Source: an optimization exercise on an open RTL-to-GDS flow (aim: a short achievable clock period and few clock cycles). Production flows keep margins and buffers that such runs may drop. At most, simulation tests tie the RTL to the original design; equivalence was not proved. No functional check of the RTL was part of runs 4 and 5. Power figures rest on the tool's default switching activity, not on a simulated workload.

<file path="flow/design.v">
package hart_pkg;
  typedef union packed {
    struct packed {
      logic [6:0] funct7;
      logic [4:0] rs2;
      logic [4:0] rs1;
      logic [2:0] funct3;
      logic [4:0] rd;
      logic [6:0] opcode;
    } r;
    struct packed {
      logic [11:0] imm;
      logic [4:0]  rs1;
      logic [2:0]  funct3;
      logic [4:0]  rd;
      logic [6:0]  opcode;
    } i;
    struct packed {
      logic [6:0] imm_hi;  
      logic [4:0] rs2;
      logic [4:0] rs1;
      logic [2:0] funct3;
      logic [4:0] imm_lo;  
      logic [6:0] opcode;
    } s;
    struct packed {
      logic       imm12;
      logic [5:0] imm10_5;
      logic [4:0] rs2;
      logic [4:0] rs1;
      logic [2:0] funct3;  
      logic [3:0] imm4_1;
      logic       imm11;
      logic [6:0] opcode;
    } b;
    struct packed {
      logic [19:0] imm;  
      logic [4:0]  rd;
      logic [6:0]  opcode;
    } u;
    struct packed {
      logic       imm20;
      logic [9:0] imm10_1;
      logic       imm11;
      logic [7:0] imm19_12;
      logic [4:0] rd;
      logic [6:0] opcode;
    } j;
  } inst_u;
  typedef enum logic [3:0] {
    ALU_ADD, ALU_SUB, ALU_SLL, ALU_SLT, ALU_SLTU, ALU_XOR,
    ALU_SRL, ALU_SRA, ALU_OR, ALU_AND,
    ALU_PASS_B  
  } alu_op_e;
  typedef enum logic [1:0] {
    WB_ALU,
    WB_MEM,
    WB_PC4  
  } wb_sel_e;
endpackage
`timescale 1ns/1ps
module hart (
  input  logic                   i_clk,
  input  logic                   i_rst,
  output logic [32-1:0]       o_imem_raddr,
  input  logic [32-1:0]       i_imem_rdata,
  output logic [32-1:0]       o_dmem_addr,
  output logic                   o_dmem_ren,
  output logic                   o_dmem_wen,
  output logic [32-1:0]       o_dmem_wdata,
  input  logic [32-1:0]       i_dmem_rdata,
  output logic                   o_retire_valid,
  output logic [32-1:0]       o_retire_inst,
  output logic                   o_retire_halt,
  output logic [32-1:0]       o_retire_pc,
  output logic [32-1:0]       o_retire_next_pc,
  output logic [5-1:0] o_retire_rd_waddr,
  output logic [32-1:0]       o_retire_rd_wdata,
  output logic [32-1:0]       o_retire_dmem_addr,
  output logic                   o_retire_dmem_ren,
  output logic                   o_retire_dmem_wen,
  output logic [32-1:0]       o_retire_dmem_rdata,
  output logic [32-1:0]       o_retire_dmem_wdata
);
  localparam int NBTB  = 8;   
  localparam int TAG_W = 12;  
  logic [32-1:0]       pc;
  logic [32-1:0]       rf [1:(1 << 5) - 1];  
  logic                   ex_valid, ex_wr, ex_load, ex_store, ex_jal, ex_back, ex_is_sum;
  logic                   ex_fa_s, ex_fa_o, ex_fb_s, ex_fb_o, ex_fs, ex_bz_s;
  logic                   ex_ga_s, ex_ga_o, ex_gb_s, ex_gb_o;
  logic                   ex_sel_sub, ex_sel_sll, ex_sel_slt, ex_sel_sltu;
  logic                   ex_sel_xor, ex_sel_sr, ex_sra, ex_sel_or, ex_sel_and;
  logic                   ex_c_eq, ex_c_ne, ex_c_lt, ex_c_ge, ex_c_ltu, ex_c_geu;
  logic                   ex_k_z, ex_k_nz, ex_k_n, ex_k_nn, ex_k_pos, ex_k_np, ex_k_1;
  logic [5-1:0] ex_rd;
  logic [32-1:0]       ex_pc, ex_inst, ex_opa, ex_opb, ex_sdata, ex_btgt, ex_jtgt, ex_pc4;
  logic                   mem_valid, mem_wr, mem_load, mem_store, mem_redir, mem_is_sum;
  logic                   mem_br, mem_jal, mem_back, mem_taken;
  logic [5-1:0] mem_rd;
  logic [32-1:0]       mem_pc, mem_inst, mem_sum, mem_oth, mem_sdata, mem_target, mem_pc4;
  logic                   wb_valid, wb_halt, wb_ren, wb_wen;
  logic [5-1:0] wb_rd;
  logic [32-1:0]       wb_pc, wb_inst, wb_npc, wb_wdata, wb_addr, wb_rdata, wb_sdata;
  logic [32-1:0]       mem_res, mem_val;
  assign mem_res = mem_is_sum ? mem_sum : mem_oth;
  assign mem_val = mem_load ? i_dmem_rdata : mem_res;
  logic ex_live, ex_live_wr;
  assign ex_live    = ex_valid && !mem_redir;
  assign ex_live_wr = ex_wr && !mem_redir;
  logic [NBTB-1:0]  btb_v, btb_jal, btb_back;
  logic [TAG_W-1:0] btb_tag [0:NBTB-1];
  logic [32-1:0] btb_tgt [0:NBTB-1];
  logic [1:0]       btb_ctr [0:NBTB-1];
  logic [2:0]       btb_ptr;  
  logic [1:0]       lp_v, lp_tv;
  logic [TAG_W-1:0] lp_tag  [0:1];
  logic [3:0]       lp_trip [0:1];
  logic [3:0]       lp_cur  [0:1];
  logic             lp_ptr;
  logic [NBTB-1:0]  f_hit, f_take;
  logic             lp_exit, f_taken;
  logic [32-1:0] f_tgt, pc4;
  assign lp_exit  = (lp_v[0] && lp_tv[0] && lp_tag[0] == pc[TAG_W+1:2] && lp_cur[0] == lp_trip[0]) ||
                    (lp_v[1] && lp_tv[1] && lp_tag[1] == pc[TAG_W+1:2] && lp_cur[1] == lp_trip[1]);
  always_comb begin
    f_tgt = '0;
    for (int i = 0; i < NBTB; i++) begin
      f_hit[i]  = btb_v[i] && btb_tag[i] == pc[TAG_W+1:2];
      f_take[i] = f_hit[i] && (btb_jal[i] || (btb_back[i] ? !(btb_ctr[i][1] || lp_exit)
                                                           : btb_ctr[i][1]));
      f_tgt     = f_tgt | ({32{f_hit[i]}} & btb_tgt[i]);
    end
  end
  assign f_taken = |f_take;
  logic [31:13] pcb_inc, pcb_dec;
  logic [31:21] pcj_inc, pcj_dec;
  assign pc4[2:0] = {~pc[2], pc[1:0]};
  for (genvar i = 3; i < 32; i++) begin : g_pc4
    assign pc4[i] = pc[i] ^ (&pc[i-1:2]);
  end
  assign pcb_inc[13] = ~pc[13];
  assign pcb_dec[13] = ~pc[13];
  for (genvar i = 14; i < 32; i++) begin : g_pcb
    assign pcb_inc[i] = pc[i] ^ (&pc[i-1:13]);
    assign pcb_dec[i] = pc[i] ^ ~(|pc[i-1:13]);
  end
  assign pcj_inc[21] = ~pc[21];
  assign pcj_dec[21] = ~pc[21];
  for (genvar i = 22; i < 32; i++) begin : g_pcj
    assign pcj_inc[i] = pc[i] ^ (&pc[i-1:21]);
    assign pcj_dec[i] = pc[i] ^ ~(|pc[i-1:21]);
  end
  logic [32-1:0]       inst;
  logic [6:0]             opc;
  logic [2:0]             f3;
  logic [5-1:0] rd, rs1, rs2;
  logic                   is_op, is_opimm, is_lui, is_auipc, is_load, is_store, is_branch, is_jal;
  logic                   is_alu, is_sum, writes, use1, use2, hit1, hit2, br_z, ld_stall, br_stall;
  logic [32-1:0]       imm_i, imm_s, imm_b, imm_u, imm_j, btarget, jtarget;
  logic [32-1:0]       rf1, rf2, rs1_val, rs2_val, opa, opb;
  logic [13:0]            blo;
  logic [21:0]            jlo;
  logic [31:13]           bhi;
  logic [31:21]           jhi;
  logic                   alt_bit, stall, bubble;
  assign o_imem_raddr = pc;  
  assign inst = i_imem_rdata;
  assign opc  = inst[6:0];
  assign f3   = inst[14:12];
  assign rd   = inst[11:7];
  assign rs1  = inst[19:15];
  assign rs2  = inst[24:20];
  assign is_op     = opc == 7'b0110011;
  assign is_opimm  = opc == 7'b0010011;
  assign is_lui    = opc == 7'b0110111;
  assign is_auipc  = opc == 7'b0010111;
  assign is_load   = opc == 7'b0000011;
  assign is_store  = opc == 7'b0100011;
  assign is_branch = opc == 7'b1100011;
  assign is_jal    = opc == 7'b1101111;
  assign is_alu    = is_op || is_opimm;
  assign writes = (is_alu || is_lui || is_auipc || is_load || is_jal) && rd != '0;
  assign use1   = is_alu || is_load || is_store;
  assign use2   = is_op;
  assign imm_i = {{20{inst[31]}}, inst[31:20]};
  assign imm_s = {{20{inst[31]}}, inst[31:25], inst[11:7]};
  assign imm_b = {{19{inst[31]}}, inst[31], inst[7], inst[30:25], inst[11:8], 1'b0};
  assign imm_u = {inst[31:12], 12'b0};
  assign imm_j = {{11{inst[31]}}, inst[31], inst[19:12], inst[20], inst[30:21], 1'b0};
  assign blo = {1'b0, pc[12:0]} + {1'b0, imm_b[12:0]};
  assign jlo = {1'b0, pc[20:0]} + {1'b0, imm_j[20:0]};
  assign bhi = ({19{ imm_b[12] && !blo[13]}} & pcb_dec)
             | ({19{!imm_b[12] &&  blo[13]}} & pcb_inc)
             | ({19{imm_b[12] == blo[13]}}   & pc[31:13]);
  assign jhi = ({11{ imm_j[20] && !jlo[21]}} & pcj_dec)
             | ({11{!imm_j[20] &&  jlo[21]}} & pcj_inc)
             | ({11{imm_j[20] == jlo[21]}}   & pc[31:21]);
  assign btarget = {bhi, blo[12:0]};
  assign jtarget = {jhi, jlo[20:0]};
  assign rf1 = (rs1 == '0) ? '0 : rf[rs1];
  assign rf2 = (rs2 == '0) ? '0 : rf[rs2];
  assign rs1_val = (mem_wr && mem_rd == rs1) ? mem_val : rf1;
  assign rs2_val = (mem_wr && mem_rd == rs2) ? mem_val : rf2;
  always_comb begin
    if (is_auipc || is_jal) opa = pc;
    else if (is_lui)        opa = '0;
    else                    opa = rs1_val;
    if (is_op || is_branch)      opb = rs2_val;
    else if (is_jal)             opb = 32'(4);
    else if (is_lui || is_auipc) opb = imm_u;
    else if (is_store)           opb = imm_s;
    else                         opb = imm_i;
  end
  assign hit1 = ex_live_wr && ex_rd == rs1;
  assign hit2 = ex_live_wr && ex_rd == rs2;
  assign br_z = is_branch && !ex_load && ((hit1 && rs2 == '0) || (hit2 && rs1 == '0));
  assign ld_stall = ex_load && ((use1 && hit1) || (use2 && hit2) || (is_branch && (hit1 || hit2)));
  assign br_stall = is_branch && (hit1 || hit2) && !br_z;
  assign stall    = ld_stall || br_stall;
  assign bubble   = i_rst || stall;
  assign alt_bit = inst[30];
  assign is_sum  = !is_alu || (f3 == 3'b000 && !(is_op && alt_bit));
  always_ff @(posedge i_clk) begin
    if (bubble) begin
      ex_valid  <= 1'b0;
      ex_wr     <= 1'b0;
      ex_load   <= 1'b0;
      ex_store  <= 1'b0;
      ex_jal    <= 1'b0;
      ex_c_eq   <= 1'b0;
      ex_c_ne   <= 1'b0;
      ex_c_lt   <= 1'b0;
      ex_c_ge   <= 1'b0;
      ex_c_ltu  <= 1'b0;
      ex_c_geu  <= 1'b0;
      ex_k_z    <= 1'b0;
      ex_k_nz   <= 1'b0;
      ex_k_n    <= 1'b0;
      ex_k_nn   <= 1'b0;
      ex_k_pos  <= 1'b0;
      ex_k_np   <= 1'b0;
      ex_k_1    <= 1'b0;
    end else begin
      ex_valid  <= 1'b1;
      ex_wr     <= writes;
      ex_load   <= is_load;
      ex_store  <= is_store;
      ex_jal    <= is_jal;
      ex_c_eq   <= is_branch && !br_z && f3 == 3'b000;
      ex_c_ne   <= is_branch && !br_z && f3 == 3'b001;
      ex_c_lt   <= is_branch && !br_z && f3 == 3'b100;
      ex_c_ge   <= is_branch && !br_z && f3 == 3'b101;
      ex_c_ltu  <= is_branch && !br_z && f3 == 3'b110;
      ex_c_geu  <= is_branch && !br_z && f3 == 3'b111;
      ex_k_z    <= br_z && (f3 == 3'b000 || (rs1 == '0 && f3 == 3'b111));
      ex_k_nz   <= br_z && (f3 == 3'b001 || (rs1 == '0 && f3 == 3'b110));
      ex_k_n    <= br_z && rs2 == '0 && f3 == 3'b100;
      ex_k_nn   <= br_z && rs2 == '0 && f3 == 3'b101;
      ex_k_pos  <= br_z && rs1 == '0 && f3 == 3'b100;
      ex_k_np   <= br_z && rs1 == '0 && f3 == 3'b101;
      ex_k_1    <= br_z && rs2 == '0 && f3 == 3'b111;
    end
  end
  always_ff @(posedge i_clk) begin
    ex_pc     <= pc;
    ex_inst   <= inst;
    ex_rd     <= rd;
    ex_back   <= inst[31];
    ex_opa    <= opa;
    ex_opb    <= opb;
    ex_sdata  <= rs2_val;
    ex_btgt   <= btarget;
    ex_jtgt   <= jtarget;
    ex_pc4    <= pc4;
    ex_fa_s   <= use1 && hit1 && ex_is_sum && is_sum;
    ex_fa_o   <= use1 && hit1 && !ex_is_sum && is_sum;
    ex_fb_s   <= use2 && hit2 && ex_is_sum && is_sum;
    ex_fb_o   <= use2 && hit2 && !ex_is_sum && is_sum;
    ex_ga_s   <= use1 && hit1 && ex_is_sum && !is_sum;
    ex_ga_o   <= use1 && hit1 && !ex_is_sum && !is_sum;
    ex_gb_s   <= use2 && hit2 && ex_is_sum && !is_sum;
    ex_gb_o   <= use2 && hit2 && !ex_is_sum && !is_sum;
    ex_fs     <= hit2;
    ex_bz_s   <= ex_is_sum;
    ex_is_sum   <= is_sum;
    ex_sel_sub  <= is_op && f3 == 3'b000 && alt_bit;
    ex_sel_sll  <= is_alu && f3 == 3'b001;
    ex_sel_slt  <= is_alu && f3 == 3'b010;
    ex_sel_sltu <= is_alu && f3 == 3'b011;
    ex_sel_xor  <= is_alu && f3 == 3'b100;
    ex_sel_sr   <= is_alu && f3 == 3'b101;
    ex_sra      <= alt_bit;
    ex_sel_or   <= is_alu && f3 == 3'b110;
    ex_sel_and  <= is_alu && f3 == 3'b111;
  end
  logic [32-1:0] a, b, ga, gb, s, v, sum, dif, shl, shr, oth;
  logic             eq, lt, ltu, slt_u, slt_s, z, n, cond, need_t;
  logic             eq_t, eq_4, redirect, r_t, r_4;
  logic [32-1:0] ex_target;
  logic [32-1:0] fetch_next, pc_t, pc_4;
  assign a = ({32{ex_fa_s}} & mem_sum) | ({32{ex_fa_o}} & mem_oth) |
             ({32{!(ex_fa_s || ex_fa_o)}} & ex_opa);
  assign b = ({32{ex_fb_s}} & mem_sum) | ({32{ex_fb_o}} & mem_oth) |
             ({32{!(ex_fb_s || ex_fb_o)}} & ex_opb);
  assign ga = ({32{ex_ga_s}} & mem_sum) | ({32{ex_ga_o}} & mem_oth) |
              ({32{!(ex_ga_s || ex_ga_o)}} & ex_opa);
  assign gb = ({32{ex_gb_s}} & mem_sum) | ({32{ex_gb_o}} & mem_oth) |
              ({32{!(ex_gb_s || ex_gb_o)}} & ex_opb);
  assign s = ex_fs ? mem_val : ex_sdata;
  assign sum = a + b;
  assign dif = ga - gb;
  assign slt_u = ga < gb;
  assign slt_s = slt_u ^ ga[31] ^ gb[31];
  assign shl   = ga << gb[4:0];
  assign shr   = $unsigned($signed({ex_sra && ga[31], ga}) >>> gb[4:0]);
  assign oth = ({32{ex_sel_sub}}  & dif)
             | ({32{ex_sel_sll}}  & shl)
             | ({32{ex_sel_slt}}  & 32'(slt_s))
             | ({32{ex_sel_sltu}} & 32'(slt_u))
             | ({32{ex_sel_xor}}  & (ga ^ gb))
             | ({32{ex_sel_sr}}   & shr)
             | ({32{ex_sel_or}}   & (ga | gb))
             | ({32{ex_sel_and}}  & (ga & gb));
  assign eq  = ex_opa == ex_opb;
  assign ltu = ex_opa < ex_opb;
  assign lt  = ltu ^ ex_opa[31] ^ ex_opb[31];
  assign v = ex_bz_s ? mem_sum : mem_oth;
  assign z = v == '0;
  assign n = v[31];
  assign cond = (ex_c_eq && eq) || (ex_c_ne && !eq) || (ex_c_lt && lt) ||
                (ex_c_ge && !lt) || (ex_c_ltu && ltu) || (ex_c_geu && !ltu) ||
                (ex_k_z && z) || (ex_k_nz && !z) || (ex_k_n && n) || (ex_k_nn && !n) ||
                (ex_k_pos && !n && !z) || (ex_k_np && (n || z)) || ex_k_1;
  assign need_t   = ex_jal || cond;
  assign ex_target = ex_jal ? ex_jtgt : ex_btgt;
  assign eq_t      = ex_jal ? pc == ex_jtgt : pc == ex_btgt;
  assign eq_4     = pc == ex_pc4;
  assign r_t      = ex_live && !eq_t;
  assign r_4      = ex_live && !eq_4;
  assign redirect = need_t ? r_t : r_4;
  always_comb begin
    if (i_rst)        fetch_next = 32'h0000_0000;
    else if (stall)   fetch_next = pc;
    else if (f_taken) fetch_next = f_tgt;
    else              fetch_next = pc4;
    pc_t = (r_t && !i_rst) ? ex_target : fetch_next;
    pc_4 = (r_4 && !i_rst) ? ex_pc4 : fetch_next;
  end
  always_ff @(posedge i_clk) begin
    pc <= need_t ? pc_t : pc_4;
  end
  always_ff @(posedge i_clk) begin
    if (i_rst) begin
      mem_valid <= 1'b0;
      mem_wr    <= 1'b0;
      mem_load  <= 1'b0;
      mem_store <= 1'b0;
      mem_br    <= 1'b0;
      mem_jal   <= 1'b0;
      mem_redir <= 1'b0;
    end else begin
      mem_valid <= ex_live;
      mem_wr    <= ex_live_wr;
      mem_load  <= ex_load && !mem_redir;
      mem_store <= ex_store && !mem_redir;
      mem_br    <= !mem_redir && (ex_c_eq || ex_c_ne || ex_c_lt || ex_c_ge || ex_c_ltu ||
                                  ex_c_geu || ex_k_z || ex_k_nz || ex_k_n || ex_k_nn ||
                                  ex_k_pos || ex_k_np || ex_k_1);
      mem_jal   <= ex_jal && !mem_redir;
      mem_redir <= redirect;
    end
  end
  always_ff @(posedge i_clk) begin
    mem_pc     <= ex_pc;
    mem_inst   <= ex_inst;
    mem_rd     <= ex_rd;
    mem_is_sum <= ex_is_sum;
    mem_sum    <= sum;
    mem_oth    <= oth;
    mem_sdata  <= s;
    mem_target <= ex_target;
    mem_pc4    <= ex_pc4;
    mem_taken  <= need_t;
    mem_back   <= ex_back;
  end
  assign o_dmem_addr  = mem_sum;
  assign o_dmem_ren   = mem_load;
  assign o_dmem_wen   = mem_store;
  assign o_dmem_wdata = mem_sdata;
  always_ff @(posedge i_clk) begin
    if (mem_wr) rf[mem_rd] <= mem_val;
  end
  logic [NBTB-1:0]  u_hit;
  logic [1:0]       l_hit;
  always_comb begin
    for (int i = 0; i < NBTB; i++) u_hit[i] = btb_v[i] && btb_tag[i] == mem_pc[TAG_W+1:2];
    for (int i = 0; i < 2; i++)    l_hit[i] = lp_v[i] && lp_tag[i] == mem_pc[TAG_W+1:2];
  end
  always_ff @(posedge i_clk) begin
    if (i_rst) begin
      btb_v   <= '0;
      btb_ptr <= '0;
    end else if ((mem_br || mem_jal) && mem_taken && u_hit == '0) begin
      btb_v[btb_ptr]    <= 1'b1;
      btb_jal[btb_ptr]  <= mem_jal;
      btb_back[btb_ptr] <= mem_back;
      btb_tag[btb_ptr]  <= mem_pc[TAG_W+1:2];
      btb_tgt[btb_ptr]  <= mem_target;
      btb_ctr[btb_ptr]  <= (mem_back || mem_jal) ? 2'd0 : 2'd2;
      btb_ptr           <= btb_ptr + 1'b1;
    end else if (mem_br) begin
      for (int i = 0; i < NBTB; i++) begin
        if (u_hit[i]) begin
          if (mem_taken == mem_back) begin
            if (btb_ctr[i] != 2'd0) btb_ctr[i] <= btb_ctr[i] - 2'd1;
          end else begin
            if (btb_ctr[i] != 2'd3) btb_ctr[i] <= btb_ctr[i] + 2'd1;
          end
        end
      end
    end
  end
  always_ff @(posedge i_clk) begin
    if (i_rst) begin
      lp_v   <= 2'b00;
      lp_ptr <= 1'b0;
    end else if (mem_br && mem_back) begin
      if (l_hit == 2'b00) begin
        lp_v[lp_ptr]   <= 1'b1;
        lp_tv[lp_ptr]  <= 1'b0;
        lp_tag[lp_ptr] <= mem_pc[TAG_W+1:2];
        lp_cur[lp_ptr] <= mem_taken ? 4'd1 : 4'd0;
        lp_ptr         <= !lp_ptr;
      end else begin
        for (int i = 0; i < 2; i++) begin
          if (l_hit[i]) begin
            if (mem_taken) begin
              if (lp_cur[i] != 4'd15) lp_cur[i] <= lp_cur[i] + 4'd1;
            end else begin
              lp_tv[i]   <= 1'b1;
              lp_trip[i] <= lp_cur[i];
              lp_cur[i]  <= 4'd0;
            end
          end
        end
      end
    end
  end
  always_ff @(posedge i_clk) begin
    if (i_rst) begin
      wb_valid <= 1'b0;
      wb_halt  <= 1'b0;
      wb_ren   <= 1'b0;
      wb_wen   <= 1'b0;
    end else begin
      wb_valid <= mem_valid;
      wb_halt  <= mem_valid && mem_inst == 32'h0010_0073;
      wb_ren   <= mem_load;
      wb_wen   <= mem_store;
    end
  end
  always_ff @(posedge i_clk) begin
    wb_pc    <= mem_pc;
    wb_inst  <= mem_inst;
    wb_npc   <= mem_taken ? mem_target : mem_pc4;
    wb_rd    <= mem_wr ? mem_rd : '0;
    wb_wdata <= mem_val;
    wb_addr  <= mem_sum;
    wb_rdata <= i_dmem_rdata;
    wb_sdata <= mem_sdata;
  end
  assign o_retire_valid      = wb_valid;
  assign o_retire_inst       = wb_inst;
  assign o_retire_halt       = wb_halt;
  assign o_retire_pc         = wb_pc;
  assign o_retire_next_pc    = wb_npc;
  assign o_retire_rd_waddr   = wb_rd;
  assign o_retire_rd_wdata   = wb_wdata;
  assign o_retire_dmem_addr  = wb_addr;
  assign o_retire_dmem_ren   = wb_ren;
  assign o_retire_dmem_wen   = wb_wen;
  assign o_retire_dmem_rdata = wb_rdata;
  assign o_retire_dmem_wdata = wb_sdata;
endmodule
</file>
<file path="flow/run.sh">
#!/bin/bash
# synth_recipe.tcl (not shown) runs the flow's synth.tcl, then flattens the netlist and writes it again
# the make line also repeats each setting of config.mk as NAME=value (left out here)
make -C /OpenROAD-flow-scripts/flow DESIGN_CONFIG=/design/flow/config.mk WORK_HOME=/design/flow/orfs CLKGATE_MAP_FILE= SYNTH_SCRIPT=/design/flow/synth_recipe.tcl finish
</file>
<file path="flow/config.mk">
export PLATFORM = sky130hd
export DESIGN_NAME = hart
export DESIGN_NICKNAME = hart
export VERILOG_FILES = /design/flow/design.v
export SDC_FILE = /design/flow/constraint.sdc
export NUM_CORES = 4
export LEC_CHECK = 0
export ABC_CLOCK_PERIOD_IN_PS = 3000
export CAP_MARGIN = 20
export CORE_MARGIN = 2
export CORE_UTILIZATION = 40
export PLACE_DENSITY = 0.6
export SETUP_SLACK_MARGIN = 5
export SLEW_MARGIN = 20
</file>
<file path="flow/constraint.sdc">
create_clock -name core_clock -period 8.0 [get_ports {i_clk}]
set_input_delay 1.6000 -clock core_clock [delete_from_list [all_inputs] [get_ports {i_clk}]]
set_output_delay 1.6000 -clock core_clock [all_outputs]
set_load 0.01 [all_outputs]
</file>
==> flow_metrics.py, run 1 <==
metrics = {
    "critical_path": {
        "crit_path_end_kind": "flip-flop",
        "crit_path_max_fanout": 5,
        "path_delay_family": "compound AO/OA/AOI/OAI gates",
        "rr_worst_depth": 16,
        "crit_type": "flip-flop to flip-flop",
        "crit_arrival_ns": 4.69,
        "critical_path.slowest_cell": "o41a_1",
        "crit_buf_inv": 2,
        "cp_num_cells": 16,
        "crit_required_ns": 8.83,
        "crit_chain": "buf_12 > nor2_4 > buf_12 > nand2_4 > nand2_4 > ha_4 > a211o_1 > or3_1 > o21ba_4 > a21o_1 > o21a_1 > a31o_1 > o41a_1 > a211o_1 > a21oi_4 > xnor2_1",
        "start_kind": "flip-flop",
        "cp_slowest_stage_delay_ns": 0.37,
    },
    "place": {
        "port_buffers": 396,
        "hpwl_microns": 237000,
        "gp_congestion": 0.959,
        "place_area_sq_um": 111000,
    },
    "grt": {
        "grt_pass1_wl_microns": 570000,
        "met3_usage": 0.0679,
        "overflow": 0,
        "grt_pass1_vias": 74100,
        "antenna_found_initial": 34,
        "use_met2": 0.489,
        "grt_util_met1": 0.390,
        "grt_usage": 0.312,
        "top_usage_layer": "met2",
        "grt_max_degree": 63,
    },
    "synthesis": {
        "synth.avg_cell_area_sq_um": 13.3,
        "synth_compound_area_frac": 0.103,
        "yosysUniqueCellTypes": 95,
        "ys.flop_type": "edfxtp_1",
        "synth-adder-area-share": 0.0280,
        "synth_top_area_frac": 0.419,
        "synth_simple_gate_area_frac": 0.0691,
        "syn_inst": 7671,
        "yosys-top-cells-area": "edfxtp_1, dfxtp_1, mux4_2",
        "syn_nets": 7962,
        "synth_area_sq_um": 102000,
        "synth_enable_flop_cells": 1418,
        "yosys_register_bits": 2216,
        "ys_seq_area_frac": 0.576,
        "synthArstFlopShare": 0,
        "synthXorXnorAreaFrac": 0.0386,
        "synth_warnings": 2,
        "yosys.area.top_type": "edfxtp_1",
        "synthMuxAreaShare": 0.154,
        "synth_top_family_by_area": "multiplexers",
    },
    "power_and_ir_drop": {
        "worst_ir_drop_vdd_v": 0.000266,
        "power_density_nw_per_um2": 277,
        "leakagePower_nw": 50.4,
    },
    "clocking": {
        "numCtsBuffers": 229,
        "clk_pin_slew_ns": 0.07,
        "htree_levels": 4,
        "clock-sinks": 2216,
        "holdBufCountCts": 0,
        "clock_path_buffers": 3,
        "clk_latency_ns": 0.96,
        "cts_root_buf": "clkbuf_16",
        "cts_tree": "built",
    },
    "routing": {
        "finalWirelength_microns": 426000,
        "ant_nets": 0,
        "vias_per_cell": 6.28,
        "drt_first_pass_iters": 6,
        "drt_iter0_markers": 10800,
        "via_count": 77900,
        "routedWlPerCell_microns": 34.3,
        "drc": 0,
    },
    "die": {
        "die-area_sq_um": 258000,
        "core_sq_um": 253000,
        "die_x_microns": 508,
        "die_h_microns": 508,
        "io_pins": 397,
        "rows": 185,
        "start_util": 0.401,
    },
    "timing": {
        "setup_viol": 0,
        "hold_viol_final": 0,
        "tns_ns": 0,
        "slew_headroom": 0.280,
        "finClkSkew_ns": 0.115,
        "fin_crit_sh": 0.482,
        "fmax_ghz": 0.259,
        "worst_pin_slew_ns": 1.08,
        "rsz0062_at_grt": "yes",
        "slew_viol_final": 0,
        "fin_hold_ws_ns": 0.277,
        "period_needed_ns": 3.86,
    },
    "layout": {
        "final_layout_size_suffix_gt1_frac": 0.385,
        "final_common_cell": "edfxtp_1",
        "final_cell_mix": "edfxtp_1, dfxtp_1, buf_4, mux4_2, nand2_1",
        "area_growth_syn_to_layout_pct": 34.0,
        "post-route-util": 0.537,
        "layout.nets": 9109,
        "fin_area_sq_um": 136000,
    },
    "run_status": {
        "outcome": "complete, no violations",
    },
    "worst_hold_path": {
        "hold_path.class": "flip-flop to flip-flop",
        "hold_path_depth": 0,
    },
    "run": {
        "drv_cap": 0,
    },
}
[final timing paths]
| path | startpoint | end | slack, ns |
|---|---|---|---|
| worst max-delay path | ex_fa_s | mem_sum[31] | 4.14 |
| worst min-delay path | ex_inst[19] | mem_inst[19] | 0.28 |
| worst max register to register | ex_fa_s | mem_sum[31] | 4.14 |
| worst min register to register | ex_inst[19] | mem_inst[19] | 0.28 |
[state kept, by name, summed over array words and instances, names as in the netlist, 32 cells and up]
name and cells:
ex_opb 32, wb_addr 32, wb_inst 32, mem_oth 32, ex_opa 32, rf 992
btb_tgt 256, pc 32, ex_sdata 32, mem_sum 32, wb_npc 32, mem_pc4 32
wb_sdata 32, mem_target 32, wb_wdata 32, ex_pc4 32, mem_sdata 32, btb_tag 96
wb_pc 32, wb_rdata 32
[where the power goes]
part | internal [W] | switching, W | total (W)
registers | 0.0142 | 0.000960 | 0.0151
clock network | 0.00650 | 0.00495 | 0.0114
logic | 0.00456 | 0.00659 | 0.0112
[cells by family (layout without fill, tap and decap cells)]
family | count (synthesis) | count (layout)
other | 0 | 14
XOR/XNOR | 448 | 448
multiplexers | 946 | 946
buffers and inverters | 784 | 2126
AO/OA/AOI/OAI | 1552 | 1556
flip-flops | 2216 | 2216
AND/OR/NAND/NOR | 1500 | 1507
adder cells (fa/ha/maj) | 225 | 225
[repair_timing]
item | CTS | global route
gates cloned | 107 | 42
pin swaps | 246 | 266
resized for setup | 2914 | 552
endpoints found under the setup margin | 1401 | 785
setup buffers | 489 | 192
[final cells by class]
type,instances,area (sq um)
diodes,14,35.0
fillers,20200,117000
clock buffers,301,6480
well taps,3366,4210
flip-flops and latches,2216,59100
multi-input cells,4682,46500
inverters,274,1150
repair buffers,1414,17000
repair inverters,1,11.3
clock inverters,136,1710
[metal layers]
metal	up-vias	part of all wire
met3	1383	0.10
li1	31900	-
met4	14	0.084
met5	-	0.00023
met2	5203	0.46
met1	39500	0.36
[stage by stage]
step	instances	total power (W)	setup WS (ns)
6_report	12400	0.0377	4.14
5_1_grt	12400	0.0387	4.10
4_1_cts	12200	0.0368	4.20
3_5_place_dp	11100	0.0232	2.64
3_3_place_gp	11100	0.0231	2.62
2_1_floorplan	7671	0.0193	3.55
[cells in the mapped netlist (all sizes together) (11+ instances only)]
master     n
a211o     17
a211oi    26
a21o      99
a21oi    312
a221o     16
a221oi    80
a22o     115
a22oi    223
a311oi    15
a31oi     37
a32o      12
and2      28
and3      29
buf      189
clkbuf   321
dfxtp    798
edfxtp  1418
ha       221
inv      272
mux2     110
mux2i    355
mux4     481
nand2    492
nand2b    17
nand3    152
nand3b    12
nand4     82
nor2     399
nor2b     18
nor3      98
nor3b     12
nor4      91
o211ai    60
o21a      33
o21ai    296
o21bai    17
o22ai     76
o311ai    11
o31ai     25
or3       26
xnor2    301
xor2     147
[worst register-to-register path, delay by kind of cell, from the launching register on]
kind | cells | cell delay (ns)
compound gates | 8 | 2.19
simple gates | 4 | 0.65
flops | 1 | 0.35
buf+inv | 2 | 0.26
fa+ha+maj | 1 | 0.20
xor+xnor | 1 | 0.14
Testbench counts, summed over its fixed seeds: cycles 124,071.
==> run 2: changes to the inputs <==
--- a/flow/config.mk
+++ b/flow/config.mk
@@ -11,2 +11,3 @@
 export CORE_UTILIZATION = 40
+export GPL_ROUTABILITY_DRIVEN = 0
 export PLACE_DENSITY = 0.6
==> flow_metrics.py, run 2 <==
metrics = {
    "run_status": {
        "outcome": "complete, no violations",
    },
    "synthesis": {
        "synth.most_common_cell": "edfxtp_1",
        "synthTopCellsByCount": "edfxtp_1, dfxtp_1, nand2_1",
        "syn_inst": 7671,
        "synth_warnings": 2,
        "ys_seq_area_frac": 0.576,
        "yosys_register_bits": 2216,
        "yosys-top-cells-area": "edfxtp_1, dfxtp_1, mux4_2",
        "synth.avg_cell_area_sq_um": 13.3,
        "syn_nets": 7962,
        "yosys.area.top_type": "edfxtp_1",
        "ys.flop_type": "edfxtp_1",
        "synth_enable_flop_cells": 1418,
        "synthArstFlopShare": 0,
        "synth_top_area_frac": 0.419,
        "yosysUniqueCellTypes": 95,
        "synth_area_sq_um": 102000,
    },
    "clocking": {
        "cts_root_buf": "clkbuf_16",
        "numCtsBuffers": 232,
        "cts_tree": "built",
        "htree_levels": 4,
        "clk_pin_slew_ns": 0.07,
        "clock-sinks": 2216,
        "clock_path_buffers": 3,
        "clk_latency_ns": 0.97,
    },
    "grt": {
        "grt_pass1_vias": 74700,
        "grt_util_met1": 0.388,
        "met3_usage": 0.0916,
        "grt_pass1_wl_microns": 579000,
        "overflow": 0,
        "use_met2": 0.480,
        "antenna_found_initial": 33,
        "grt_usage": 0.318,
        "top_usage_layer": "met2",
        "grt_max_degree": 69,
    },
    "layout": {
        "area_growth_syn_to_layout_pct": 34.3,
        "post-route-util": 0.538,
        "top_regs": "rf: 992 flops, btb_tgt: 256 flops, btb_tag: 96 flops",
        "layout.nets": 9226,
        "largest_register_ffs": 992,
        "fillers": 20200,
        "final_layout_size_suffix_gt1_frac": 0.385,
        "regMostFlops": "rf",
        "final_common_cell": "edfxtp_1",
        "fin_area_sq_um": 136000,
        "final_cell_mix": "edfxtp_1, buf_4, dfxtp_1, mux4_2, nand2_1",
    },
    "power_and_ir_drop": {
        "power_w": 0.0382,
        "switching_power_w": 0.0127,
        "p_sw_frac": 0.332,
        "power_frac_clock": 0.301,
        "leakagePower_nw": 50.9,
        "p_comb_frac": 0.303,
        "worst_ir_drop_vdd_v": 0.000268,
        "internal_power_w": 0.0255,
        "power_density_nw_per_um2": 280,
        "seqPwrFrac": 0.396,
    },
    "critical_path": {
        "crit_path_max_fanout": 4,
        "crit_path_end_kind": "flip-flop",
        "crit_type": "flip-flop to flip-flop",
        "rr_worst_depth": 15,
        "crit_required_ns": 8.82,
        "worst-r2r-setup-slack_ns": 4.08,
        "r2r_start": "ex_fa_o",
        "r2r-end": "mem_sum[31]",
        "crit_arrival_ns": 4.74,
        "start_kind": "flip-flop",
    },
    "routing": {
        "drt_first_pass_iters": 8,
        "via_count": 80200,
        "drc": 0,
        "routedWlPerCell_microns": 35.2,
        "finalWirelength_microns": 441000,
        "ant_nets": 0,
        "vias_per_cell": 6.40,
        "drt_iter0_markers": 12300,
    },
    "timing": {
        "fin_crit_sh": 0.490,
        "finClkSkew_ns": 0.108,
        "fmax_ghz": 0.255,
        "setup_viol": 0,
        "hold_viol_final": 0,
        "slew_headroom": 0.0423,
        "slew_viol_final": 0,
        "rsz0062_at_grt": "yes",
        "tns_ns": 0,
        "setup_ws_ns": 4.08,
        "period_needed_ns": 3.92,
        "worst_pin_slew_ns": 1.40,
    },
    "worst_hold_path": {
        "hold_path.class": "flip-flop to flip-flop",
        "hold_path_depth": 0,
        "holdPathEnd": "mem_inst[20]",
        "hold_start": "ex_inst[20]",
    },
    "die": {
        "io_pins": 397,
        "die_x_microns": 508,
        "rows": 185,
        "core_sq_um": 253000,
        "die_h_microns": 508,
        "die-area_sq_um": 258000,
        "start_util": 0.401,
    },
    "run": {
        "drv_cap": 0,
    },
    "place": {
        "hpwl_microns": 237000,
        "place_area_sq_um": 111000,
        "port_buffers": 396,
        "post-place-ws_ns": 2.29,
    },
}
## run 2: cell counts after synthesis
Identical to the previous run, type by type.
## run 2: how the worst max path moves through the flow
stage | startpoint | to | cells after the start
after CTS | ex_gb_s | mem_oth[0] | 16
after floorplan | i_imem_rdata[22] | ex_jtgt[31] | 19
after detailed placement | i_imem_rdata[22] | ex_jtgt[28] | 18
after global routing | ex_fa_o | mem_sum[29] | 17
after global placement | i_imem_rdata[22] | ex_jtgt[28] | 18
final | ex_fa_o | mem_sum[31] | 15
## run 2: stage by stage
step / hold WS (ns) / std cells
6_report: 0.277 / 12500
5_1_grt: 0.290 / 12500
4_1_cts: 0.284 / 12200
3_5_place_dp: 0.312 / 11100
3_3_place_gp: 0.310 / 11100
2_1_floorplan: 0.310 / 7671
## run 2: power by group through the flow
stage | sequential [W] | combinational (W) | clock [W]
after floorplan | 0.0151 | 0.00427 | 0
after CTS | 0.0150 | 0.0103 | 0.0116
after detailed placement | 0.0155 | 0.00762 | 0
after global placement | 0.0155 | 0.00753 | 0
final | 0.0151 | 0.0116 | 0.0115
after global routing | 0.0152 | 0.0119 | 0.0120
## run 2: logic make-up (layout without fill, tap and decap cells)
| logic type | Yosys count | in the layout | share of synthesized area |
|---|---|---|---|
| xor+xnor | 448 | 448 | 0.0386 |
| fa+ha+maj | 225 | 225 | 0.0280 |
| flops | 2216 | 2216 | 0.576 |
| compound gates | 1552 | 1560 | 0.103 |
| buf+inv | 784 | 2241 | 0.0312 |
| other cells | 0 | 19 | 0 |
| simple gates | 1500 | 1509 | 0.0691 |
| mux | 946 | 946 | 0.154 |
## run 2: area by class of cell
| cell class | count | area, sq um | share of cell area |
|---|---|---|---|
| inverter | 274 | 1150 | 0.00846 |
| multi-input combinational | 4688 | 45700 | 0.335 |
| timing repair buffer | 1521 | 18100 | 0.133 |
| antenna | 19 | 47.5 | 0.000348 |
| sequential | 2216 | 59000 | 0.433 |
| clock buffer | 305 | 6370 | 0.0467 |
| timing repair inverter | 2 | 17.5 | 0.000128 |
| tap | 3366 | 4210 | 0.0309 |
| clock inverter | 139 | 1810 | 0.0133 |
## run 2: repair_timing
item                                     CTS  global route
pin swaps                                278           266
hold buffers                               0             0
gates cloned                              98            64
buffers inserted                         541           250
endpoints found under the setup margin  1736           687
gates resized for setup                 2806           607
## run 2: metal layers
metal  vias up  routed length, microns
met5         -                     150
met4        18                   41300
met3      1702                   54900
met2      6263                  193000
met1     40100                  152000
li1      32100                       -
## run 2: worst max-delay path: stages (launching register included)
cell	delay [ns]
dfxtp_4	0.37
buf_12	0.13
buf_16	0.12
a22oi_2	0.16
nand2_2	0.09
ha_4	0.17
a211o_1	0.32
or3_4	0.38
o21ba_4	0.21
a21o_1	0.19
o21a_4	0.23
a31o_1	0.24
o41a_1	0.43
a211o_1	0.38
a21oi_4	0.28
xnor2_1	0.10
==> run 3: changes to the inputs <==
--- a/flow/design.v
+++ b/flow/design.v
@@ -101,3 +101,3 @@
   logic [32-1:0]       mem_pc, mem_inst, mem_sum, mem_oth, mem_sdata, mem_target, mem_pc4;
-  logic                   wb_valid, wb_halt, wb_ren, wb_wen;
+  logic                   wb_valid, wb_halt, wb_ren, wb_wen, wb_we;
   logic [5-1:0] wb_rd;
@@ -202,4 +202,4 @@
   assign rf2 = (rs2 == '0) ? '0 : rf[rs2];
-  assign rs1_val = (mem_wr && mem_rd == rs1) ? mem_val : rf1;
-  assign rs2_val = (mem_wr && mem_rd == rs2) ? mem_val : rf2;
+  assign rs1_val = (mem_wr && mem_rd == rs1) ? mem_val : (wb_we && wb_rd == rs1) ? wb_wdata : rf1;
+  assign rs2_val = (mem_wr && mem_rd == rs2) ? mem_val : (wb_we && wb_rd == rs2) ? wb_wdata : rf2;
   always_comb begin
@@ -390,5 +390,2 @@
   assign o_dmem_wdata = mem_sdata;
-  always_ff @(posedge i_clk) begin
-    if (mem_wr) rf[mem_rd] <= mem_val;
-  end
   logic [NBTB-1:0]  u_hit;
@@ -455,2 +452,3 @@
       wb_wen   <= 1'b0;
+      wb_we    <= 1'b0;
     end else begin
@@ -460,4 +458,8 @@
       wb_wen   <= mem_store;
+      wb_we    <= mem_wr;
     end
   end
+  always_ff @(posedge i_clk) begin
+    if (wb_we) rf[wb_rd] <= wb_wdata;
+  end
   always_ff @(posedge i_clk) begin
--- a/flow/config.mk
+++ b/flow/config.mk
@@ -11,3 +11,2 @@
 export CORE_UTILIZATION = 40
-export GPL_ROUTABILITY_DRIVEN = 0
 export PLACE_DENSITY = 0.6
==> flow_metrics.py, run 3 <==
metrics = {
    "timing": {
        "worst_pin_slew_ns": 1.29,
        "setup_ws_ns": 3.96,
        "period_needed_ns": 4.04,
        "rsz0062_at_grt": "yes",
        "slew_headroom": 0.139,
        "finClkSkew_ns": 0.0987,
        "setup_viol": 0,
        "hold_viol_final": 0,
        "slew_viol_final": 0,
        "fmax_ghz": 0.247,
        "tns_ns": 0,
        "fin_crit_sh": 0.505,
    },
    "layout": {
        "instances_no_fill": 12800,
        "regMostFlops": "rf",
        "top_regs": "rf: 992 flops, btb_tgt: 256 flops, btb_tag: 96 flops",
        "final_cell_mix": "edfxtp_1, buf_4, dfxtp_1, nand2_1, mux4_2",
        "layout.nets": 9459,
        "final_common_cell": "edfxtp_1",
        "largest_register_ffs": 992,
        "final_layout_size_suffix_gt1_frac": 0.386,
        "area_growth_syn_to_layout_pct": 35.3,
    },
    "critical_path": {
        "rr_worst_depth": 17,
        "crit_path_end_kind": "flip-flop",
        "start_kind": "flip-flop",
        "crit_path_max_fanout": 5,
        "r2r-end": "mem_oth[28]",
        "crit_end": "mem_oth[28]",
        "crit_type": "flip-flop to flip-flop",
        "worst-r2r-setup-slack_ns": 3.96,
        "crit_required_ns": 8.75,
        "r2r_start": "ex_ga_s",
        "crit_arrival_ns": 4.79,
        "timing.critical_path.from": "ex_ga_s",
    },
    "clocking": {
        "numCtsBuffers": 227,
        "holdBufCountCts": 0,
        "clk_latency_ns": 0.96,
        "clk_pin_slew_ns": 0.07,
        "cts_tree": "built",
        "cts_root_buf": "clkbuf_16",
        "clock_path_buffers": 3,
        "clock-sinks": 2217,
        "htree_levels": 4,
    },
    "synthesis": {
        "synth_top_family_by_area": "multiplexers",
        "synthMuxAreaShare": 0.150,
        "syn_nets": 8177,
        "ys_seq_area_frac": 0.569,
        "yosysUniqueCellTypes": 100,
        "yosys-top-cells-area": "edfxtp_1, dfxtp_1, mux4_2",
        "synth_area_sq_um": 103000,
        "synth.avg_cell_area_sq_um": 13.1,
        "ys.flop_type": "edfxtp_1",
        "synth.most_common_cell": "edfxtp_1",
        "synth_top_area_frac": 0.413,
        "syn_inst": 7886,
        "synthArstFlopShare": 0,
        "synth-adder-area-share": 0.0276,
        "synth_enable_flop_cells": 1418,
        "synthXorXnorAreaFrac": 0.0382,
        "synthTopCellsByCount": "edfxtp_1, dfxtp_1, nand2_1",
        "synth_warnings": 2,
        "synth_compound_area_frac": 0.112,
        "yosys.area.top_type": "edfxtp_1",
        "yosys_register_bits": 2217,
        "synth_simple_gate_area_frac": 0.0716,
    },
    "power_and_ir_drop": {
        "internal_power_w": 0.0232,
        "switching_power_w": 0.00970,
        "worst_ir_drop_vdd_v": 0.000228,
        "p_comb_frac": 0.234,
        "p_sw_frac": 0.295,
        "power_frac_clock": 0.342,
        "seqPwrFrac": 0.424,
        "leakagePower_nw": 52.3,
        "power_density_nw_per_um2": 236,
        "power_w": 0.0329,
    },
    "place": {
        "post-place-ws_ns": 2.06,
        "port_buffers": 396,
        "dp.cells": 11300,
        "gp_congestion": 0.964,
        "hpwl_microns": 240000,
    },
    "routing": {
        "via_count": 82600,
        "drc": 0,
        "drt_first_pass_iters": 10,
        "finalWirelength_microns": 454000,
        "routedWlPerCell_microns": 35.5,
        "drt_iter0_markers": 12200,
        "vias_per_cell": 6.47,
        "ant_nets": 0,
    },
    "grt": {
        "grt_pass1_vias": 78100,
        "grt_pass1_wl_microns": 615000,
        "antenna_found_initial": 46,
        "overflow": 0,
        "grt_max_degree": 54,
        "grt_usage": 0.330,
    },
    "run_status": {
        "outcome": "complete, no violations",
    },
    "run": {
        "drv_cap": 0,
    },
    "die": {
        "core_sq_um": 256000,
        "die-area_sq_um": 262000,
        "io_pins": 397,
        "die_x_microns": 511,
        "start_util": 0.402,
        "die_h_microns": 511,
        "rows": 186,
    },
    "worst_hold_path": {
        "hold_start": "ex_pc[11]",
        "hold_path.class": "flip-flop to flip-flop",
    },
}
[run 3: cell count changes in the layout (fill, tap and decap cells not counted), moves of 37 or more]
cell     before  now
mux2i_1     293  392
mux4_2      481  421
o22ai_1      65   22
dfxtp_4      85  134
o21ai_4      51    9
buf_16       66  103
nand3_1     130   87
[run 3: power groups by stage]
stage	sequential, W	combinational (W)	clock (W)
3_3_place_gp	0.0142	0.00469	0
2_1_floorplan	0.0143	0.00219	0
3_5_place_dp	0.0142	0.00474	0
5_1_grt	0.0140	0.00795	0.0117
6_report	0.0139	0.00771	0.0112
4_1_cts	0.0139	0.00703	0.0113
[run 3: through the flow]
stage	area (sq um)	utilization	hold WS (ns)
6_report	139000	0.544	0.276
4_1_cts	134000	0.523	0.283
5_1_grt	139000	0.543	0.291
3_3_place_gp	112000	0.436	0.310
2_1_floorplan	105000	-	0.310
3_5_place_dp	112000	0.436	0.312
[run 3: worst max-delay path, stage by stage (launching register included)]
cell	delay [ns]
dfxtp_4	0.36
buf_12	0.14
buf_8	0.12
a22o_1	0.23
a21oi_4	0.24
ha_4	0.19
fa_2	0.23
nor2b_4	0.05
o2111ai_2	0.20
o211a_1	0.28
o41ai_4	0.10
a221oi_4	0.46
o211ai_1	0.21
a211o_1	0.38
buf_6	0.15
a221oi_4	0.27
nor3_1	0.07
nand3b_1	0.17
[run 3: cell families (layout without fill, tap and decap cells)]
group                      Yosys count  count (layout)
adders and majority gates          225             225
muxes                              996             996
DFF                               2217            2217
and+or+nand+nor                   1540            1550
other                                0              26
buffers and inverters              787            2252
xor gates and xnor gates           449             449
AOI/OAI and AO/OA                 1672            1680
[run 3: worst min path at each step]
stage / to / slack (ns) / cells after the start
floorplan: mem_back / 0.31 / 0
global placement: mem_pc[23] / 0.31 / 0
detailed placement: mem_pc[25] / 0.31 / 0
CTS: mem_pc[11] / 0.28 / 0
global route: mem_pc[11] / 0.29 / 0
finish: mem_pc[11] / 0.28 / 0
[run 3: layout make-up]
| type | count | area (sq um) |
|---|---|---|
| Sequential cell | 2217 | 59200 |
| Timing Repair Buffer | 1576 | 19700 |
| Fill cell | 20500 | 117000 |
| Inverter | 241 | 1020 |
| Clock inverter | 109 | 1380 |
| Tap cell | 3384 | 4230 |
| Multi-Input combinational cell | 4900 | 47200 |
| Timing Repair inverter | 5 | 46.3 |
| Antenna cell | 26 | 65.1 |
| Clock buffer | 321 | 6520 |
[run 3: metal layers]
metal / share of wire / wire [microns] / vias up / GRT usage
li1: - / - / 33100 / -
met1: 0.35 / 159000 / 41500 / 0.413
met2: 0.44 / 200000 / 6423 / 0.504
met3: 0.12 / 54800 / 1624 / 0.0819
met4: 0.088 / 39900 / 20 / 0.225
met5: 0.00029 / 130 / - / 0
[run 3: what timing repair did]
| action | CTS | global route |
|---|---|---|
| endpoints found under the setup margin | 1029 | 714 |
| setup buffers | 574 | 221 |
| resized for setup | 3048 | 686 |
| pin swaps | 276 | 309 |
| cloned | 166 | 24 |
Testbench counts of run 3, summed over its fixed seeds: cycles 124,071.
==> run 4: changes to the inputs <==
--- a/flow/design.v
+++ b/flow/design.v
@@ -91,2 +91,3 @@
   logic                   ex_ga_s, ex_ga_o, ex_gb_s, ex_gb_o;
+  logic                   ex_fa_r, ex_fb_r, ex_ga_r, ex_gb_r;
   logic                   ex_sel_sub, ex_sel_sll, ex_sel_slt, ex_sel_sltu;
@@ -283,2 +284,6 @@
     ex_gb_o   <= use2 && hit2 && !ex_is_sum && !is_sum;
+    ex_fa_r   <= !(use1 && hit1 && is_sum);
+    ex_fb_r   <= !(use2 && hit2 && is_sum);
+    ex_ga_r   <= !(use1 && hit1 && !is_sum);
+    ex_gb_r   <= !(use2 && hit2 && !is_sum);
     ex_fs     <= hit2;
@@ -300,11 +305,7 @@
   logic [32-1:0] ex_target;
-  logic [32-1:0] fetch_next, pc_t, pc_4;
-  assign a = ({32{ex_fa_s}} & mem_sum) | ({32{ex_fa_o}} & mem_oth) |
-             ({32{!(ex_fa_s || ex_fa_o)}} & ex_opa);
-  assign b = ({32{ex_fb_s}} & mem_sum) | ({32{ex_fb_o}} & mem_oth) |
-             ({32{!(ex_fb_s || ex_fb_o)}} & ex_opb);
-  assign ga = ({32{ex_ga_s}} & mem_sum) | ({32{ex_ga_o}} & mem_oth) |
-              ({32{!(ex_ga_s || ex_ga_o)}} & ex_opa);
-  assign gb = ({32{ex_gb_s}} & mem_sum) | ({32{ex_gb_o}} & mem_oth) |
-              ({32{!(ex_gb_s || ex_gb_o)}} & ex_opb);
+  logic [32-1:0] pred_next, hold, n_t, n_4, h_t, h_4;
+  assign a = ({32{ex_fa_s}} & mem_sum) | ({32{ex_fa_o}} & mem_oth) | ({32{ex_fa_r}} & ex_opa);
+  assign b = ({32{ex_fb_s}} & mem_sum) | ({32{ex_fb_o}} & mem_oth) | ({32{ex_fb_r}} & ex_opb);
+  assign ga = ({32{ex_ga_s}} & mem_sum) | ({32{ex_ga_o}} & mem_oth) | ({32{ex_ga_r}} & ex_opa);
+  assign gb = ({32{ex_gb_s}} & mem_sum) | ({32{ex_gb_o}} & mem_oth) | ({32{ex_gb_r}} & ex_opb);
   assign s = ex_fs ? mem_val : ex_sdata;
@@ -342,11 +343,18 @@
   always_comb begin
-    if (i_rst)        fetch_next = 32'h0000_0000;
-    else if (stall)   fetch_next = pc;
-    else if (f_taken) fetch_next = f_tgt;
-    else              fetch_next = pc4;
-    pc_t = (r_t && !i_rst) ? ex_target : fetch_next;
-    pc_4 = (r_4 && !i_rst) ? ex_pc4 : fetch_next;
+    if (i_rst)        pred_next = 32'h0000_0000;
+    else if (f_taken) pred_next = f_tgt;
+    else              pred_next = pc4;
+    hold = i_rst ? 32'h0000_0000 : pc;
+    n_t  = (r_t && !i_rst) ? ex_target : pred_next;
+    n_4  = (r_4 && !i_rst) ? ex_pc4 : pred_next;
+    h_t  = (r_t && !i_rst) ? ex_target : hold;
+    h_4  = (r_4 && !i_rst) ? ex_pc4 : hold;
   end
   always_ff @(posedge i_clk) begin
-    pc <= need_t ? pc_t : pc_4;
+    case ({need_t, stall})
+      2'b11:   pc <= h_t;
+      2'b10:   pc <= n_t;
+      2'b01:   pc <= h_4;
+      default: pc <= n_4;
+    endcase
   end
==> flow_metrics.py, run 4 <==
metrics = {
    "worst_hold_path": {
        "holdPathEnd": "mem_inst[14]",
        "hold_start": "ex_inst[14]",
        "hold_path_depth": 0,
        "hold_path.class": "flip-flop to flip-flop",
    },
    "synthesis": {
        "ys.flop_type": "edfxtp_1",
        "synth_top_area_frac": 0.418,
        "yosysUniqueCellTypes": 86,
        "synth_area_sq_um": 102000,
        "yosys-top-cells-area": "edfxtp_1, dfxtp_1, mux4_2",
        "syn_inst": 7778,
        "ys_seq_area_frac": 0.575,
        "synth_enable_flop_cells": 1418,
        "yosys_register_bits": 2221,
        "synth_warnings": 2,
        "synthArstFlopShare": 0,
        "yosys.area.top_type": "edfxtp_1",
        "synth.avg_cell_area_sq_um": 13.1,
        "syn_nets": 8069,
        "synthTopCellsByCount": "edfxtp_1, dfxtp_1, nor2_1",
        "synth.most_common_cell": "edfxtp_1",
    },
    "power_and_ir_drop": {
        "leakagePower_nw": 52.7,
        "power_w": 0.0379,
        "worst_ir_drop_vdd_v": 0.000264,
        "power_density_nw_per_um2": 269,
    },
    "die": {
        "die_h_microns": 509,
        "rows": 185,
        "core_sq_um": 254000,
        "start_util": 0.402,
        "die-area_sq_um": 259000,
        "die_x_microns": 509,
        "io_pins": 397,
    },
    "timing": {
        "worst_pin_slew_ns": 1.27,
        "slew_viol_final": 0,
        "setup_viol": 0,
        "slew_headroom": 0.145,
        "finClkSkew_ns": 0.116,
        "fmax_ghz": 0.238,
        "tns_ns": 0,
        "fin_crit_sh": 0.525,
        "period_needed_ns": 4.20,
        "hold_viol_final": 0,
        "rsz0062_at_grt": "yes",
    },
    "clocking": {
        "holdBufCountCts": 0,
        "clock-sinks": 2221,
        "clk_latency_ns": 0.97,
        "cts_root_buf": "clkbuf_16",
        "cts_tree": "built",
        "numCtsBuffers": 234,
        "clock_path_buffers": 3,
        "clk_pin_slew_ns": 0.06,
        "htree_levels": 4,
    },
    "place": {
        "gp_congestion": 0.951,
        "dp.cells": 11300,
        "hpwl_microns": 244000,
        "port_buffers": 396,
    },
    "routing": {
        "routedWlPerCell_microns": 36.3,
        "ant_nets": 0,
        "via_count": 83100,
        "finalWirelength_microns": 466000,
        "drc": 0,
        "drt_iter0_markers": 13600,
        "drt_first_pass_iters": 11,
        "vias_per_cell": 6.49,
    },
    "layout": {
        "regMostFlops": "rf",
        "final_layout_size_suffix_gt1_frac": 0.403,
        "fillers": 20000,
        "top_regs": "rf: 992 flops, btb_tgt: 256 flops, btb_tag: 96 flops",
        "multi_input_area_sq_um": 45600,
        "final_cell_mix": "edfxtp_1, buf_4, dfxtp_1, mux4_2, nand2_1",
        "post-route-util": 0.554,
        "final_common_cell": "edfxtp_1",
        "largest_register_ffs": 992,
        "ff_latch_area_sq_um": 59300,
        "instances_no_fill": 12800,
        "layout.nets": 9513,
        "area_growth_syn_to_layout_pct": 38.0,
    },
    "run": {
        "drv_cap": 0,
    },
    "critical_path": {
        "start_kind": "flip-flop",
        "crit_required_ns": 8.82,
        "worst-r2r-setup-slack_ns": 3.80,
        "rr_worst_depth": 15,
        "timing.critical_path.from": "ex_fa_s",
        "crit_path_max_fanout": 8,
        "crit_arrival_ns": 5.02,
        "crit_type": "flip-flop to flip-flop",
        "crit_path_end_kind": "flip-flop",
        "r2r_start": "ex_fa_s",
        "r2r-end": "mem_sum[30]",
    },
    "grt": {
        "grt_max_degree": 71,
        "overflow": 0,
        "grt_pass1_vias": 78800,
        "grt_pass1_wl_microns": 623000,
        "grt_usage": 0.342,
        "antenna_found_initial": 35,
    },
    "run_status": {
        "outcome": "complete, no violations",
    },
}
-- run 4: worst max-delay path by stage --
stage	slack, ns	endpoint	cells after the start
6_report	3.80	mem_sum[30]	15
3_3_place_gp	2.12	ex_opa[13]	11
5_1_grt	3.79	mem_sum[30]	22
4_1_cts	3.95	mem_oth[31]	17
3_5_place_dp	2.23	ex_btgt[20]	19
2_1_floorplan	3.52	ex_jtgt[31]	19
-- run 4: area by class of cell --
cell class	count	area share
Antenna cell	17	0.000302
Clock buffer	319	0.0483
Clock inverter	129	0.0107
Inverter	277	0.00839
Multi-Input combinational cell	4761	0.325
Sequential cell	2221	0.422
Tap cell	3366	0.0299
Timing Repair Buffer	1723	0.156
Timing Repair inverter	4	0.000267
-- run 4: logic make-up (layout without fill, tap and decap cells) --
| group | after synthesis | in the layout | share of synthesized area |
|---|---|---|---|
| flops | 2221 | 2221 | 0.575 |
| compound gates | 1622 | 1628 | 0.109 |
| simple gates | 1478 | 1481 | 0.0679 |
| mux | 977 | 977 | 0.150 |
| buf+inv | 805 | 2452 | 0.0312 |
| xor+xnor | 450 | 450 | 0.0387 |
| fa+ha+maj | 225 | 225 | 0.0279 |
| other cells | 0 | 17 | 0 |
-- run 4: worst max-delay path, stage by stage (launching register included) --
cell	delay [ns]
dfxtp_4	0.36
buf_12	0.14
buf_12	0.13
a222oi_1	0.96
inv_1	0.20
ha_4	0.25
a21o_1	0.20
a21oi_2	0.14
o21ba_2	0.17
nor3b_4	0.24
a2111oi_4	0.14
nor4b_4	0.30
o31ai_2	0.14
or3_1	0.38
a31oi_2	0.20
xnor2_1	0.17
-- run 4: power breakdown --
| part | internal [W] | switching (W) | leakage [nW] | total (W) |
|---|---|---|---|---|
| registers | 0.0140 | 0.000923 | 19.5 | 0.0149 |
| logic | 0.00513 | 0.00625 | 29.1 | 0.0114 |
| clock network | 0.00664 | 0.00497 | 4.04 | 0.0116 |
-- run 4: what timing repair did --
action	4_1_cts	5_1_grt
setup endpoints to repair	1044	857
gates cloned	175	42
resized for setup	3241	664
pin swaps	333	273
setup buffers	668	200
-- run 4: metrics by stage --
stage                     hold WS, ns  area, sq um  setup slack [ns]
after floorplan                 0.310       104000              3.52
after global placement          0.310       111000              2.12
after detailed placement        0.312       111000              2.23
after CTS                       0.276       135000              3.95
after global routing            0.286       141000              3.79
final                           0.283       141000              3.80
-- run 4: metal layers --
layer  vias to the layer above  share of wire  wire, microns  global-route usage
li1                      33100              -              -                   -
met1                     41600           0.34         159000               0.417
met2                      6540           0.44         205000               0.523
met3                      1908           0.13          58700              0.0976
met4                        12          0.092          43000               0.240
met5                         -        0.00016             74                   0
==> run 5: changes to the inputs <==
--- a/flow/design.v
+++ b/flow/design.v
@@ -96,2 +96,3 @@
   logic                   ex_k_z, ex_k_nz, ex_k_n, ex_k_nn, ex_k_pos, ex_k_np, ex_k_1;
+  logic                   ex_e_eq, ex_e_ne, ex_e_selb;
   logic [5-1:0] ex_rd;
@@ -159,3 +160,3 @@
   logic                   is_op, is_opimm, is_lui, is_auipc, is_load, is_store, is_branch, is_jal;
-  logic                   is_alu, is_sum, writes, use1, use2, hit1, hit2, br_z, ld_stall, br_stall;
+  logic                   is_alu, is_sum, writes, use1, use2, hit1, hit2, br_z, br_e, ld_stall, br_stall;
   logic [32-1:0]       imm_i, imm_s, imm_b, imm_u, imm_j, btarget, jtarget;
@@ -219,3 +220,4 @@
   assign ld_stall = ex_load && ((use1 && hit1) || (use2 && hit2) || (is_branch && (hit1 || hit2)));
-  assign br_stall = is_branch && (hit1 || hit2) && !br_z;
+  assign br_e = is_branch && !ex_load && !br_z && (hit1 != hit2) && f3[2:1] == 2'b00;
+  assign br_stall = is_branch && (hit1 || hit2) && !br_z && !br_e;
   assign stall    = ld_stall || br_stall;
@@ -244,2 +246,4 @@
       ex_k_1    <= 1'b0;
+      ex_e_eq   <= 1'b0;
+      ex_e_ne   <= 1'b0;
     end else begin
@@ -250,8 +254,8 @@
       ex_jal    <= is_jal;
-      ex_c_eq   <= is_branch && !br_z && f3 == 3'b000;
-      ex_c_ne   <= is_branch && !br_z && f3 == 3'b001;
-      ex_c_lt   <= is_branch && !br_z && f3 == 3'b100;
-      ex_c_ge   <= is_branch && !br_z && f3 == 3'b101;
-      ex_c_ltu  <= is_branch && !br_z && f3 == 3'b110;
-      ex_c_geu  <= is_branch && !br_z && f3 == 3'b111;
+      ex_c_eq   <= is_branch && !br_z && !br_e && f3 == 3'b000;
+      ex_c_ne   <= is_branch && !br_z && !br_e && f3 == 3'b001;
+      ex_c_lt   <= is_branch && !br_z && !br_e && f3 == 3'b100;
+      ex_c_ge   <= is_branch && !br_z && !br_e && f3 == 3'b101;
+      ex_c_ltu  <= is_branch && !br_z && !br_e && f3 == 3'b110;
+      ex_c_geu  <= is_branch && !br_z && !br_e && f3 == 3'b111;
       ex_k_z    <= br_z && (f3 == 3'b000 || (rs1 == '0 && f3 == 3'b111));
@@ -263,2 +267,4 @@
       ex_k_1    <= br_z && rs2 == '0 && f3 == 3'b111;
+      ex_e_eq   <= br_e && f3 == 3'b000;
+      ex_e_ne   <= br_e && f3 == 3'b001;
     end
@@ -290,2 +296,3 @@
     ex_bz_s   <= ex_is_sum;
+    ex_e_selb <= hit1;
     ex_is_sum   <= is_sum;
@@ -302,3 +309,3 @@
   logic [32-1:0] a, b, ga, gb, s, v, sum, dif, shl, shr, oth;
-  logic             eq, lt, ltu, slt_u, slt_s, z, n, cond, need_t;
+  logic             eq, lt, ltu, slt_u, slt_s, z, n, ze, cond, need_t;
   logic             eq_t, eq_4, redirect, r_t, r_4;
@@ -331,2 +338,3 @@
   assign n = v[31];
+  assign ze = (v ^ (ex_e_selb ? ex_opb : ex_opa)) == '0;
   assign cond = (ex_c_eq && eq) || (ex_c_ne && !eq) || (ex_c_lt && lt) ||
@@ -334,3 +342,4 @@
                 (ex_k_z && z) || (ex_k_nz && !z) || (ex_k_n && n) || (ex_k_nn && !n) ||
-                (ex_k_pos && !n && !z) || (ex_k_np && (n || z)) || ex_k_1;
+                (ex_k_pos && !n && !z) || (ex_k_np && (n || z)) || ex_k_1 ||
+                (ex_e_eq && ze) || (ex_e_ne && !ze);
   assign need_t   = ex_jal || cond;
@@ -376,3 +385,3 @@
                                   ex_c_geu || ex_k_z || ex_k_nz || ex_k_n || ex_k_nn ||
-                                  ex_k_pos || ex_k_np || ex_k_1);
+                                  ex_k_pos || ex_k_np || ex_k_1 || ex_e_eq || ex_e_ne);
       mem_jal   <= ex_jal && !mem_redir;
==> flow_metrics.py, run 5 <==
metrics = {
    "run_status": {
        "outcome": "complete, no violations",
    },
    "die": {
        "die-area_sq_um": 260000,
        "rows": 185,
        "start_util": 0.403,
        "die_x_microns": 510,
        "die_h_microns": 510,
        "io_pins": 397,
        "core_sq_um": 255000,
    },
    "timing": {
        "slew_viol_final": 0,
        "fmax_ghz": 0.250,
        "worst_pin_slew_ns": 1.27,
        "fin_crit_sh": 0.500,
        "hold_viol_final": 0,
        "setup_viol": 0,
        "finClkSkew_ns": 0.0625,
        "period_needed_ns": 4.00,
        "slew_headroom": 0.126,
        "tns_ns": 0,
        "rsz0062_at_grt": "yes",
    },
    "synthesis": {
        "syn_nets": 8238,
        "synth.most_common_cell": "edfxtp_1",
        "ys.flop_type": "edfxtp_1",
        "yosys-top-cells-area": "edfxtp_1, dfxtp_1, mux4_2",
        "synthTopCellsByCount": "edfxtp_1, dfxtp_1, nand2_1",
        "synth_enable_flop_cells": 1418,
        "synth_warnings": 2,
        "synth_area_sq_um": 103000,
        "synth_top_area_frac": 0.415,
        "synthArstFlopShare": 0,
        "yosysUniqueCellTypes": 89,
        "yosys.area.top_type": "edfxtp_1",
        "synth.avg_cell_area_sq_um": 12.9,
        "ys_seq_area_frac": 0.573,
    },
    "power_and_ir_drop": {
        "leakagePower_nw": 51.3,
        "power_density_nw_per_um2": 268,
    },
    "clocking": {
        "clock_path_buffers": 3,
        "clk_latency_ns": 0.95,
        "cts_root_buf": "clkbuf_16",
        "holdBufCountCts": 0,
        "clock-sinks": 2224,
        "cts_tree": "built",
    },
    "critical_path": {
        "crit_path_end_kind": "flip-flop",
        "crit_arrival_ns": 4.82,
        "crit_required_ns": 8.82,
        "crit_type": "flip-flop to flip-flop",
        "start_kind": "flip-flop",
    },
    "grt": {
        "grt_max_degree": 66,
        "grt_usage": 0.342,
        "grt_pass1_vias": 78600,
        "antenna_found_initial": 43,
        "grt_pass1_wl_microns": 625000,
    },
    "place": {
        "place_area_sq_um": 112000,
        "port_buffers": 396,
        "hpwl_microns": 255000,
    },
    "layout": {
        "area_growth_syn_to_layout_pct": 35.4,
        "largest_register_ffs": 992,
        "final_cell_mix": "edfxtp_1, buf_4, dfxtp_1, nand2_1, mux4_2",
        "ff_latch_area_sq_um": 59300,
        "regMostFlops": "rf",
        "multi_input_area_sq_um": 46400,
        "fillers": 20300,
        "final_layout_size_suffix_gt1_frac": 0.377,
        "final_common_cell": "edfxtp_1",
    },
    "routing": {
        "drt_first_pass_iters": 16,
        "finalWirelength_microns": 467000,
        "vias_per_cell": 6.52,
        "drc": 0,
        "drt_iter0_markers": 13200,
        "via_count": 83800,
    },
    "worst_hold_path": {
        "hold_path.class": "flip-flop to flip-flop",
    },
    "run": {
        "drv_cap": 0,
    },
}
-- run 5: layout make-up --
cell class	count	area share
flip-flops and latches	2224	0.427
multi-input cells	4903	0.334
repair buffers	1613	0.144
clock buffers	304	0.0459
well taps	3366	0.0303
clock inverters	124	0.0103
inverters	290	0.00847
diodes	18	0.000324
repair inverters	2	0.000126
-- run 5: timing repair --
action	in CTS	in global routing
resized for setup	3096	554
endpoints found under the setup margin	1582	706
gates cloned	149	20
hold endpoints to repair	0	0
buffers inserted	666	175
pin swaps	365	331
-- run 5: power by group --
group          internal [W]  switching [W]  total, W
sequential           0.0140       0.000902    0.0149
combinational       0.00495        0.00630    0.0112
clock               0.00630        0.00481    0.0111
-- run 5: critical path: stages (launching register included) --
cell and delay, ns:
dfxtp_1 0.75, inv_1 0.10, ha_1 0.32, a211oi_1 0.23, o21bai_1 0.11, a21oi_1 0.27, o21ai_2 0.19, or3_4 0.42
a21bo_4 0.33, nand3_4 0.14, buf_12 0.13, mux2i_4 0.32, clkbuf_16 0.20, nor2b_1 0.05, o32a_1 0.31
-- run 5: path summary, 6_finish.rpt --
check	slack, ns	to	cells past startpoint	from
setup / recovery	4.00	pc[5]	14	ex_opb[18]
hold / removal	0.30	mem_inst[19]	0	ex_inst[19]
setup reg to reg	4.00	pc[5]	14	ex_opb[18]
hold reg to reg	0.30	mem_inst[19]	0	ex_inst[19]
-- run 5: kinds of logic (layout without fill, tap and decap cells) --
family                   count (synthesis)  in the layout  share of synthesized area
multiplexers                           959            959                      0.143
AND/OR/NAND/NOR                       1446           1460                     0.0661
adder cells (fa/ha/maj)                226            226                     0.0279
AO/OA/AOI/OAI                         1771           1772                      0.117
flip-flops                            2224           2224                      0.573
XOR/XNOR                               486            486                     0.0415
buffers and inverters                  834           2333                     0.0320
other                                    0             18                          0
-- run 5: through the flow --
step | hold WS [ns] | cells | worst slack (ns) | util | total power [W]
6_report | 0.299 | 12800 | 4.00 | 0.545 | 0.0372
3_5_place_dp | 0.312 | 11400 | 2.33 | 0.439 | 0.0221
2_1_floorplan | 0.310 | 7946 | 3.45 | - | 0.0186
4_1_cts | 0.296 | 12600 | 3.99 | 0.528 | 0.0362
5_1_grt | 0.302 | 12800 | 3.95 | 0.545 | 0.0380
3_3_place_gp | 0.310 | 11400 | 2.33 | 0.439 | 0.0221
-- run 5: routing by layer --
metal  share of wire  vias to the layer above  global-route usage  wire length (microns)
met3            0.13                     1733               0.102                  62700
met4           0.087                       22               0.237                  40500
met5         0.00031                        -            0.000365                    144
met1            0.35                    41800               0.433                 165000
li1                -                    33300                   -                      -
met2            0.42                     6939               0.501                 198000

Re-timed with assumed drivers on the ports (clkbuf_16 on the clock, buf_2 on other inputs), run 5 has 3.986 ns of setup slack against 4.001 ns with ideal ports, and 2.985 ns once port delays also move by the mid clock arrival of 1.001 ns.
